This is an optimization exercise on Yosys and OpenROAD, whose aim is small area, not a production implementation. RTL that was checked went through simulation tests only; none was proved equivalent to the original. Power figures rest on the tool's default switching activity, not on a simulated workload.

==> inputs of 05-25 <==
## mips_pipe_top
module mips_pipe_top (
   input  logic        clk,
   input  logic        rst_b,
   output logic [29:0] inst_addr,
   input  logic [31:0] inst,
   output logic [29:0] mem_addr,
   output logic [31:0] store_data,
   input  logic [31:0] load_data,
   output logic [3:0]  mem_write_en
);
==> flow/config.mk <==
export PLATFORM = sky130hd
export DESIGN_NAME = mips_pipe_top
export DESIGN_NICKNAME = mips_pipe_top
export VERILOG_FILES = /design/flow/design.v
export SDC_FILE = /design/flow/constraint.sdc
export NUM_CORES = 4
export LEC_CHECK = 0
export CAP_MARGIN = 20
export CORE_MARGIN = 2
export CORE_UTILIZATION = 60
export SLEW_MARGIN = 20
export SYNTH_HIERARCHICAL = 1
==> flow/constraint.sdc <==
create_clock -name core_clock -period 6.5 [get_ports {clk}]
set_input_delay 1.3000 -clock core_clock [delete_from_list [all_inputs] [get_ports {clk}]]
set_output_delay 1.3000 -clock core_clock [all_outputs]
set_load 0.01 [all_outputs]
run.sh (not shown) runs the stock make flow with config.mk's settings and CLKGATE_MAP_FILE= SYNTH_SCRIPT=/design/flow/synth_recipe.tcl, a recipe that flattens the netlist after the stock synthesis.
==> 04-10: changes against 05-25 <==
--- a/flow/design.v
+++ b/flow/design.v
@@ -68,38 +68,46 @@
 endmodule
 module alu (
    input  logic [31:0] op_a,
    input  logic [31:0] op_b,
    input  logic [15:0] imm,
    input  logic        use_imm,
    input  logic        sext,
    input  logic        do_sub,
-   input  logic        is_logic,
-   input  logic [1:0]  lop,
    input  logic        is_shift,
+   input  logic        t_c,        
+   input  logic        t_g,        
+   input  logic        t_p,        
    output logic [31:0] result
 );
+   logic [31:0] sh_res;
+   shifter sh_i (.d(op_b), .amt(imm[10:6]), .left(!imm[1]), .arith(imm[0]),
+      .q(sh_res));
+   logic [31:0] sh_rev;
+   always_comb begin
+      for (int i = 0; i < 32; i++) sh_rev[i] = sh_res[31-i];
+   end
    logic [31:0] b;
-   assign b = (!use_imm ? op_b : {{16{sext & imm[15]}}, imm}) ^ {32{do_sub}};
+   always_comb begin
+      if (use_imm)        b = {{16{sext & imm[15]}}, imm};
+      else if (!is_shift) b = op_b ^ {32{do_sub}};
+      else                b = 32'd0;
+   end
    logic [31:0] g, p;
    assign g = op_a & b;
    assign p = op_a ^ b;
    logic [31:0] c;
    prefix32 pfx_i (.g({g[31:1], g[0] | (p[0] & do_sub)}), .p(p), .c(c[31:1]));
    assign c[0] = do_sub;
-   logic [31:0] t, r;
-   logic        t_c, t_g;
-   assign t_c = !is_logic;
-   assign t_g = is_logic && lop == 2'd1;
-   assign t = ({32{t_c}} & c) | ({32{t_g}} & g);
-   assign r = (is_logic && lop == 2'd0) ? g : (p ^ t);
-   logic [31:0] sh_res;
-   shifter sh_i (.d(op_b), .shamt(imm[10:6]), .left(!imm[1]), .arith(imm[0]), .q(sh_res));
-   assign result = is_shift ? sh_res : r;
+   logic t_r, t_l;
+   assign t_r = is_shift && imm[1];
+   assign t_l = is_shift && !imm[1];
+   assign result = p ^ (({32{t_c}} & c) | ({32{t_g}} & g) | ({32{t_p}} & p) |
+                        ({32{t_r}} & sh_res) | ({32{t_l}} & sh_rev));
 endmodule
 module prefix32 (
    input  logic [31:0] g,
    input  logic [31:0] p,
    output logic [31:1] c
 );
    for (genvar l = 0; l < 9; l++) begin : g_lvl
       localparam int D = (l < 5) ? (1 << l) : (1 << (8 - l));
@@ -121,41 +129,54 @@
             assign po[i] = pi[i];
          end
       end
    end
    assign c = g_lvl[8].go[30:0];
 endmodule
 module shifter (
    input  logic [31:0] d,
-   input  logic [4:0]  shamt,
+   input  logic [4:0]  amt,
    input  logic        left,
    input  logic        arith,
    output logic [31:0] q
 );
-   logic [4:0]  amt;
-   assign amt = left ? 5'(-shamt) : shamt;
+   logic fill;
+   assign fill = arith & d[31];
+   logic [31:0] drev, dn;
+   for (genvar i = 0; i < 32; i++) begin : g_in
+      assign drev[i] = d[31-i];
+      mux2i m (.a(d[i]), .b(drev[i]), .s(left), .y(dn[i]));
+   end
    for (genvar l = 0; l < 5; l++) begin : g_lvl
       logic [31:0] ri, ro;
+      logic        f;
       if (l == 0) begin : g_in
-         assign ri = d;
+         assign ri = dn;
       end else begin : g_in
          assign ri = g_lvl[l-1].ro;
       end
-      assign ro = amt[l] ? {ri[(1 << l) - 1:0], ri[31:(1 << l)]} : ri;
-   end
-   logic [31:0] keep;
-   logic        fill;
-   assign fill = arith & d[31];
-   always_comb begin
-      for (int i = 0; i < 32; i++) begin
-         keep[i] = left ? (i >= shamt) : (i < 32 - shamt);
+      assign f = (l % 2 == 0) ? ~fill : fill;
+      for (genvar i = 0; i < 32; i++) begin : g_bit
+         if (i + (1 << l) < 32) begin : g_sh
+            mux2i m (.a(ri[i]), .b(ri[i + (1 << l)]), .s(amt[l]), .y(ro[i]));
+         end else begin : g_fill
+            mux2i m (.a(ri[i]), .b(f), .s(amt[l]), .y(ro[i]));
+         end
       end
    end
-   assign q = (g_lvl[4].ro & keep) | ({32{fill}} & ~keep);
+   assign q = g_lvl[4].ro;
+endmodule
+module mux2i (
+   input  logic a,
+   input  logic b,
+   input  logic s,
+   output logic y
+);
+   assign y = ~(s ? b : a);
 endmodule
 module mips_pipe_top (
    input  logic        clk,
    input  logic        rst_b,
    output logic [29:0] inst_addr,
    input  logic [31:0] inst,
    output logic [29:0] mem_addr,
    output logic [31:0] store_data,
@@ -204,18 +225,20 @@
       if (!rst_b) begin
          k1 <= K_NOP;
          k2 <= K_NOP;
       end else begin
          k1 <= f_kind;
          k2 <= k1;
       end
    end
+   logic       f_shift;
+   assign f_shift = inst[31:26] == 6'h00 && inst[5] == 1'b0;
    always_ff @(posedge clk) begin
-      d1    <= inst[25:0];
+      d1    <= {f_shift ? 5'd0 : inst[25:21], inst[20:0]};
       d2    <= d1;
       byp_a <= k2 != K_LW && dest2 != 5'd0 && dest2 == d1[25:21];
       byp_b <= k2 != K_LW && dest2 != 5'd0 && dest2 == d1[20:16];
    end
    logic [4:0]  rs, rt, rd;
    logic [15:0] imm;
    assign rs  = d2[25:21];
    assign rt  = d2[20:16];
@@ -269,18 +292,18 @@
    assign is_shift = is_r && !imm[5];
    assign do_sub   = is_r && imm[5] && !imm[2] && imm[1];
    assign is_logic = (is_r && imm[5] && imm[2]) || k2 == K_ANDI || k2 == K_ORI || k2 == K_XORI;
    assign lop      = is_r ? imm[1:0] : k2[1:0];
    assign use_imm  = !is_r;
    assign sext     = k2 == K_ADDIU || k2 == K_LW || k2 == K_SW;
    logic [31:0] result;
    alu alu_i (.op_a(op_a), .op_b(op_b), .imm(imm), .use_imm(use_imm), .sext(sext),
-      .do_sub(do_sub), .is_logic(is_logic), .lop(lop), .is_shift(is_shift),
-      .result(result));
+      .do_sub(do_sub), .is_shift(is_shift), .t_c(!is_logic),
+      .t_g(is_logic && !lop[1]), .t_p(is_logic && lop == 2'd0), .result(result));
    always_ff @(posedge clk or negedge rst_b) begin
       if (!rst_b) begin
          m_dest  <= 5'd0;
          m_load  <= 1'b0;
          m_store <= 1'b0;
       end else begin
          m_dest  <= dest2;
          m_load  <= k2 == K_LW;
Settings changed: CORE_UTILIZATION 60 to 50, CTS_CLUSTER_DIAMETER set to 150, CTS_CLUSTER_SIZE set to 20.
==> results.txt <==
item	04-10	05-25
Cell-internal power	0.0110 W	0.0129 W
Fraction of the mapped netlist area in compound gates	0.171	0.171
Mux share of post-synthesis cell area	0.0512	0.0456
Detailed router's first-iteration violation count	9,627	10,800
GPL Wtd Cong	1.02	1.03
Fin nets	3,719	4,084
Arrival time reported for the critical path endpoint	6.89 ns	6.92 ns
Status	finished clean	finished clean
Maximum clock rate	158 MHz	159 MHz
Multi-input combinational cell count	2,031	2,311
Worst hold slack	0.329 ns	0.327 ns
Share of the core filled with cells	0.572	0.698
Worst Hold Endpoint	d2[10]	d2[6]
Logic depth of the worst path, buffers included	20	19
Synth Area in Adders	0.0111	0.0118
Clock-net power	0.00456 W	0.00676 W
Pleak	19.9 nW	21.3 nW
Area delta synth->final	13.1%	14.8%
Worst slew slack as a fraction of its limit	0.185	0.173
Power share of the clock group	0.314	0.395
First-pass iteration count of the detailed router	14	15
Function not checked in 05-25: the RTL went through the layout flow alone.

==> what the ideal ports hide <==
No port has a modelled driver above. Below, the same layouts with a new extraction and two added sets of constraints. Step 1: set_driving_cell puts a clkbuf_16 on clk and a buf_2 on each other input, an assumption about the parent block. Step 2 times the ports against the registers' clock, not the clock port: input delays grow and output delays shrink by t, the midpoint of the rising clock arrivals with the driver on. a / b / c = no drivers / after step 1 / after step 2; a / b = the first two.
run | t (ns) | setup slack, ns | clock arrival spread, ns
05-25 | 0.799 | 0.206 / 0.206 / 0.206 | 0.058 / 0.057
04-10 | 0.738 | 0.174 / 0.174 / 0.174 | 0.034 / 0.034
After both steps every run listed still meets setup and hold.
